Source: an optimization exercise on an open RTL-to-GDS flow (aim: small area and a short achievable clock period). Production flows keep margins and buffers that such runs may drop. Power and IR drop assume default switching activity.

==> trial 52: inputs <==
==> flow/design.v <==
`timescale 1ns/1ps
package ex_pkg;
    typedef enum logic [6:0] {
        OPC_OP_IMM = 7'b0010011,
        OPC_OP     = 7'b0110011,
        OPC_LUI    = 7'b0110111,
        OPC_AUIPC  = 7'b0010111,
        OPC_JAL    = 7'b1101111,
        OPC_JALR   = 7'b1100111,
        OPC_BRANCH = 7'b1100011
    } opcode_e;
endpackage
`timescale 1ns/1ps
`timescale 1ns/1ps
`timescale 1ns/1ps
`timescale 1ns/1ps
import ex_pkg::*;
module ex_stage (
    input  logic        clk,
    input  logic        arst_n_i,
    input  logic        inst_valid_i,
    input  logic [31:0] inst_pc_i,
    input  logic [6:0]  inst_opcode_i,
    input  logic [2:0]  inst_funct3_i,
    input  logic [6:0]  inst_funct7_i,
    input  logic [4:0]  inst_rd_i,
    input  logic [31:0] inst_imm_i,
    input  logic [31:0] inst_rs1_data_i,
    input  logic [31:0] inst_rs2_data_i,
    output logic        wb_valid_o,
    output logic [4:0]  wb_rd_o,
    output logic [31:0] wb_data_o,
    output logic        jump_valid_o,
    output logic [31:0] jump_target_o
);
    localparam int BS = 4;           
    localparam int NB = 32 / BS;     
    function automatic logic [BS:0] padd(input logic [BS-1:0] px, input logic [BS-1:0] gx,
                                         input logic cin);
        logic [BS-1:0] p, g, gn, pn;
        p = px;
        g = gx;
        g[0] = g[0] | (p[0] & cin);
        pn = p;
        for (int d = 1; d < BS; d = d * 2) begin
            gn = g;
            for (int i = d; i < BS; i++) begin
                gn[i] = g[i] | (pn[i] & g[i-d]);
            end
            for (int i = BS - 1; i >= d; i--) begin
                pn[i] = pn[i] & pn[i-d];
            end
            g = gn;
        end
        padd = {g[BS-1], p ^ {g[BS-2:0], cin}};
    endfunction
    function automatic logic [NB:0] carries(input logic [NB-1:0] gen, input logic [NB-1:0] prop);
        logic [NB-1:0] g, p, gn;
        g = gen;
        p = prop;
        for (int d = 1; d < NB; d = d * 2) begin
            gn = g;
            for (int i = d; i < NB; i++) begin
                gn[i] = g[i] | (p[i] & g[i-d]);
            end
            for (int i = NB - 1; i >= d; i--) begin
                p[i] = p[i] & p[i-d];
            end
            g = gn;
        end
        carries = {g, 1'b0};
    endfunction
    logic is_op, is_opimm, is_alu, is_lui, is_auipc, is_jal, is_jalr, is_branch;
    logic [2:0] f3;
    logic       alt;
    assign f3        = inst_funct3_i;
    assign alt       = inst_funct7_i[5];
    assign is_op     = inst_opcode_i == OPC_OP;
    assign is_opimm  = inst_opcode_i == OPC_OP_IMM;
    assign is_alu    = is_op | is_opimm;
    assign is_lui    = inst_opcode_i == OPC_LUI;
    assign is_auipc  = inst_opcode_i == OPC_AUIPC;
    assign is_jal    = inst_opcode_i == OPC_JAL;
    assign is_jalr   = inst_opcode_i == OPC_JALR;
    assign is_branch = inst_opcode_i == OPC_BRANCH;
    logic [31:0] rs1, rs2, imm, pc;
    assign rs1 = inst_rs1_data_i;
    assign rs2 = inst_rs2_data_i;
    assign imm = inst_imm_i;
    assign pc  = inst_pc_i;
    logic b6, b5, b2;
    assign b6 = inst_opcode_i[6];
    assign b5 = inst_opcode_i[5];
    assign b2 = inst_opcode_i[2];
    logic [31:0] opb;
    assign opb = b5 ? rs2 : imm;
    logic alu_slt, sub, use_adder;
    assign alu_slt   = is_alu & (f3[2:1] == 2'b01);
    assign sub       = ~b2 & (b6 | (~f3[2] & (f3[1] | (b5 & alt))));
    assign use_adder = b2 | b6 | (~f3[2] & (f3[1] | ~f3[0]));
    logic [31:0] add_a, add_b, add_b_raw;
    assign add_a = ~b2 ? rs1 : (pc & {32{b6 | ~b5}});
    always_comb begin
        for (int i = 0; i < 32; i++) begin
            if (!b2)
                add_b_raw[i] = opb[i];
            else if (b6)
                add_b_raw[i] = (i == 2);
            else
                add_b_raw[i] = (i >= 12) & imm[i];
        end
    end
    assign add_b = add_b_raw ^ {32{sub}};
    logic        shl, sh_fill;
    logic [31:0] sh_in, sh_out;
    logic [32:0] sh_wide;
    assign shl = ~f3[2];
    always_comb begin
        for (int i = 0; i < 32; i++) sh_in[i] = shl ? rs1[31-i] : rs1[i];
    end
    assign sh_fill = ~shl & alt & rs1[31];
    assign sh_wide = $signed({sh_fill, sh_in}) >>> {opb[4:2], 2'b00};
    assign sh_out  = sh_wide[31:0];
    logic [31:0] other;
    logic [31:0] bx, ba;
    assign bx = add_a ^ add_b;
    assign ba = add_a & add_b;
    always_comb begin
        case (f3)
            3'b100:  other = bx;
            3'b110:  other = bx | ba;
            3'b111:  other = ba;
            default: other = sh_out;
        endcase
    end
    logic [31:0]   wsum, tsum;
    logic [NB-1:0] wgen, tgen;
    logic [31:0]   tgt_a;
    assign tgt_a = (b2 & ~inst_opcode_i[3]) ? rs1 : pc;
    for (genvar b = 0; b < NB; b++) begin : g_blk
        logic [BS:0] ws, ts;
        assign ws = padd(bx[b*BS +: BS], ba[b*BS +: BS], (b == 0) ? sub : 1'b0);
        assign ts = padd(tgt_a[b*BS +: BS] ^ imm[b*BS +: BS], tgt_a[b*BS +: BS] & imm[b*BS +: BS], 1'b0);
        assign wsum[b*BS +: BS] = use_adder ? ws[BS-1:0] : other[b*BS +: BS];
        assign wgen[b]          = use_adder & ws[BS];
        assign tsum[b*BS +: BS] = ts[BS-1:0];
        assign tgen[b]          = ts[BS];
    end
    logic br_ok, s1_wb, s1_jmp, s1_breq, s1_brlt, s1_uns, s1_neg, s1_cy, s1_brc;
    assign br_ok   = is_branch & (f3[2] | ~f3[1]);
    assign s1_wb   = inst_valid_i & (is_alu | is_lui | is_auipc | is_jal | is_jalr);
    assign s1_jmp  = inst_valid_i & (is_jal | is_jalr) | (s1_brlt & ~s1_cy & (rs1[31] ^ s1_neg));
    assign s1_breq = inst_valid_i & br_ok & ~f3[2];
    assign s1_brlt = inst_valid_i & br_ok & f3[2];
    assign s1_uns  = is_branch ? f3[1] : f3[0];
    assign s1_neg  = f3[0];
    assign s1_cy   = s1_uns | ~(rs1[31] ^ opb[31]);
    assign s1_brc  = s1_brlt & s1_cy;
    logic          wb_q, jmp_q, breq_q, brc_q;
    logic          neg_q, slt_q, sl_q, sr_q, cy_q, a31_q, fill_q;
    logic [1:0]    fs_q;
    logic [4:0]    rd_q;
    logic [31:0]   wsum_q, tsum_q;
    logic [NB-1:0] wgen_q, tgen_q;
    always_ff @(posedge clk or negedge arst_n_i) begin
        if (!arst_n_i) begin
            wb_q   <= 1'b0;
            jmp_q  <= 1'b0;
            breq_q <= 1'b0;
            brc_q  <= 1'b0;
        end else begin
            wb_q   <= s1_wb;
            jmp_q  <= s1_jmp;
            breq_q <= s1_breq;
            brc_q  <= s1_brc;
        end
    end
    always_ff @(posedge clk) begin
        neg_q  <= s1_neg;
        slt_q  <= alu_slt;
        sl_q   <= is_alu & (f3 == 3'b001);
        sr_q   <= is_alu & (f3 == 3'b101);
        fill_q <= sh_fill;
        fs_q   <= opb[1:0];
        cy_q   <= s1_cy;
        a31_q  <= rs1[31];
        rd_q   <= inst_rd_i;
        wsum_q <= wsum;
        tsum_q <= tsum;
        wgen_q <= wgen;
        tgen_q <= tgen;
    end
    logic [NB:0]   wc, tc;
    logic [NB-1:0] wprop, tprop;
    logic [31:0]   wres, tres;
    for (genvar b = 0; b < NB; b++) begin : g_prop
        assign wprop[b] = &wsum_q[b*BS +: BS];
        assign tprop[b] = &tsum_q[b*BS +: BS];
    end
    assign wc = carries(wgen_q, wprop);
    assign tc = carries(tgen_q, tprop);
    for (genvar b = 0; b < NB; b++) begin : g_inc
        logic [BS-1:0] winc, tinc;
        assign winc = wsum_q[b*BS +: BS] + 1'b1;
        assign tinc = tsum_q[b*BS +: BS] + 1'b1;
        assign wres[b*BS +: BS] = wc[b] ? winc : wsum_q[b*BS +: BS];
        assign tres[b*BS +: BS] = tc[b] ? tinc : tsum_q[b*BS +: BS];
    end
    logic [34:0] fwide;
    logic [31:0] fsh, fsh_rev;
    assign fwide = {{3{fill_q}}, wsum_q} >> fs_q;
    assign fsh   = fwide[31:0];
    always_comb begin
        for (int i = 0; i < 32; i++) fsh_rev[i] = fsh[31-i];
    end
    logic eq;
    assign eq = (wsum_q[BS-1:0] == '0) & wgen_q[0] & (&(wprop[NB-1:1] & ~wgen_q[NB-1:1]));
    logic ltu, lt;
    assign ltu   = ~wc[NB];
    assign lt    = cy_q ? ltu : a31_q;
    always_ff @(posedge clk or negedge arst_n_i) begin
        if (!arst_n_i) begin
            wb_valid_o   <= 1'b0;
            jump_valid_o <= 1'b0;
        end else begin
            wb_valid_o   <= wb_q;
            jump_valid_o <= jmp_q | (breq_q & (eq ^ neg_q)) | (brc_q & (ltu ^ neg_q));
        end
    end
    always_ff @(posedge clk) begin
        wb_rd_o       <= rd_q;
        wb_data_o     <= slt_q ? {31'b0, lt} :
                         sl_q  ? fsh_rev :
                         sr_q  ? fsh :
                                 wres;
        jump_target_o <= tres;
    end
endmodule
==> flow/flow/run.sh <==
#!/bin/bash
# The standard layout, except that the port buffers are the smallest
# buffer (sky130_fd_sc_hd__buf_1) instead of the default choice; repair still
# resizes any of them that need it. ORFS keeps each step's full log under
# orfs/logs; make's own output goes to standard.log here.
set -euo pipefail
bash standard.sh "BUFFER_PORTS_ARGS=-buffer_cell sky130_fd_sc_hd__buf_1" finish > standard.log 2>&1
==> flow/standard.sh <==
#!/bin/bash
# synth_recipe.tcl (not shown) runs the flow's synth.tcl, then flattens the netlist and writes it again
# the make line also repeats each setting of config.mk as NAME=value (left out here)
make -C /OpenROAD-flow-scripts/flow DESIGN_CONFIG=/design/flow/config.mk WORK_HOME=/design/flow/orfs CLKGATE_MAP_FILE= SYNTH_SCRIPT=/design/flow/synth_recipe.tcl "${@:-finish}"
==> flow/config.mk <==
export PLATFORM = sky130hd
export DESIGN_NAME = ex_stage
export DESIGN_NICKNAME = ex_stage
export VERILOG_FILES = /design/flow/design.v
export SDC_FILE = /design/flow/constraint.sdc
export NUM_CORES = 4
export LEC_CHECK = 0
export CAP_MARGIN = 20
export CORE_MARGIN = 2
export CORE_UTILIZATION = 30
export SETUP_SLACK_MARGIN = 2.3
export SLEW_MARGIN = 20
==> flow/constraint.sdc <==
create_clock -name core_clock -period 5.0 [get_ports {clk}]
set_input_delay 1.0000 -clock core_clock [delete_from_list [all_inputs] [get_ports {clk}]]
set_output_delay 1.0000 -clock core_clock [all_outputs]
set_load 0.01 [all_outputs]
==> trial 51 (differences from trial 52) <==
--- a/flow/design.v
+++ b/flow/design.v
@@ -121,3 +121,3 @@
     assign sh_fill = ~shl & alt & rs1[31];
-    assign sh_wide = $signed({sh_fill, sh_in}) >>> {opb[4:2], 2'b00};
+    assign sh_wide = $signed({sh_fill, sh_in}) >>> {opb[4:3], 3'b000};
     assign sh_out  = sh_wide[31:0];
@@ -151,3 +151,6 @@
     assign s1_wb   = inst_valid_i & (is_alu | is_lui | is_auipc | is_jal | is_jalr);
-    assign s1_jmp  = inst_valid_i & (is_jal | is_jalr) | (s1_brlt & ~s1_cy & (rs1[31] ^ s1_neg));
+    logic eq;
+    assign eq = &bx;
+    assign s1_jmp  = inst_valid_i & (is_jal | is_jalr) | (s1_breq & (eq ^ s1_neg)) |
+                     (s1_brlt & ~s1_cy & (rs1[31] ^ s1_neg));
     assign s1_breq = inst_valid_i & br_ok & ~f3[2];
@@ -158,5 +161,5 @@
     assign s1_brc  = s1_brlt & s1_cy;
-    logic          wb_q, jmp_q, breq_q, brc_q;
+    logic          wb_q, jmp_q, brc_q;
     logic          neg_q, slt_q, sl_q, sr_q, cy_q, a31_q, fill_q;
-    logic [1:0]    fs_q;
+    logic [2:0]    fs_q;
     logic [4:0]    rd_q;
@@ -168,3 +171,2 @@
             jmp_q  <= 1'b0;
-            breq_q <= 1'b0;
             brc_q  <= 1'b0;
@@ -173,3 +175,2 @@
             jmp_q  <= s1_jmp;
-            breq_q <= s1_breq;
             brc_q  <= s1_brc;
@@ -183,3 +184,3 @@
         fill_q <= sh_fill;
-        fs_q   <= opb[1:0];
+        fs_q   <= opb[2:0];
         cy_q   <= s1_cy;
@@ -208,5 +209,5 @@
     end
-    logic [34:0] fwide;
+    logic [38:0] fwide;
     logic [31:0] fsh, fsh_rev;
-    assign fwide = {{3{fill_q}}, wsum_q} >> fs_q;
+    assign fwide = {{7{fill_q}}, wsum_q} >> fs_q;
     assign fsh   = fwide[31:0];
@@ -215,4 +216,2 @@
     end
-    logic eq;
-    assign eq = (wsum_q[BS-1:0] == '0) & wgen_q[0] & (&(wprop[NB-1:1] & ~wgen_q[NB-1:1]));
     logic ltu, lt;
@@ -226,3 +225,3 @@
             wb_valid_o   <= wb_q;
-            jump_valid_o <= jmp_q | (breq_q & (eq ^ neg_q)) | (brc_q & (ltu ^ neg_q));
+            jump_valid_o <= jmp_q | (brc_q & (ltu ^ neg_q));
         end
CORE_UTILIZATION = 40   (was 30)
==> notes <==
- In trial 51 the non-clock buffer count is higher than in trial 52, by 5.
- In trial 52 the global-route usage is lower than in trial 51, by 4.3 points.
- Of trial 52 and trial 51, trial 51 has the higher critical path depth (gap 3).
- Between trial 52 and trial 51, the lower final cell count is in trial 51 (gap about 9%, measured against trial 51).
- In clock power, trial 52 and trial 51 hardly differ.
- Design area: trial 52 is higher than trial 51 (0.87%).
- Between trial 52 and trial 51, the lower total power is in trial 52 (gap 1.5%, measured against trial 51).
- In synthesized area, trial 51 and trial 52 hardly differ.
- In sequential power, trial 52 and trial 51 hardly differ.
- Between trial 52 and trial 51, the lower routed wire length is in trial 51 (gap about 14%, measured against trial 51).
==> figures <==
quantity	trial 51	trial 52
Worst slack, placed	578.3 ps	1124 ps
Average wire per standard cell	19.74 µm	20.63 µm
Well-Tap Cells	402	539
Die Wd	183.6 µm	211.2 µm
HPWL after DPL	31880 µm	34840 µm
Worst slew pin tran	1100 ps	949.4 ps
Area growth from synthesis to layout	24.30%	25.56%
Placed cells	2062	2255
Worst-path fanout max	5	8
Synthesized netlist cell count	1514	1564
Async set-reset flop share out of synthesis	2.976%	3.571%
Outcome	finished clean	finished clean
Area occupied by registers	3392 µm²	3393 µm²
Proportion of layout cells with a drive suffix above 1	16.52%	15.31%
Combinational share of power	41.4%	40.3%
XOR/XNOR Fraction of Synth Area	7.470%	7.345%
P_int	3.424 mW	3.359 mW
DRT iter0 DRCs	981	891
Post-CTS Setup Repair Bufs	23	14
Net Sw Frac	38.72%	39.01%
Met2 demand-to-capacity share in global routing	40.72%	33.54%
Fillers	3024	4278
No run of this note included a check of the RTL's function; only the layout flow was run.

-- port drivers added, routing unchanged --
Ports are ideal in the flow. The routed layouts listed here were re-timed in OpenROAD.
Step 1 sets driving cells, clkbuf_16 on the clock port and buf_2 on the other inputs (assumed; they add their load-dependent delay and slew).
Step 2 also shifts input and output timing later by t, the mid clock arrival at the registers, as if the neighbouring blocks saw the same clock.
Three values: ideal, step 1, step 2; two values: the first two.
run | t (ns) | slack for setup (ns) | pins driven straight from the clock port
trial 52 | 0.522 | 2.252 / 2.241 / 1.720 | 1
trial 51 | 0.508 | 1.671 / 1.670 / 1.162 | 1
After both steps every run listed still meets setup and hold. The setup slack of trial 52, which loses most, moves by -0.011 ns with the drivers and by -0.532 ns with both steps.
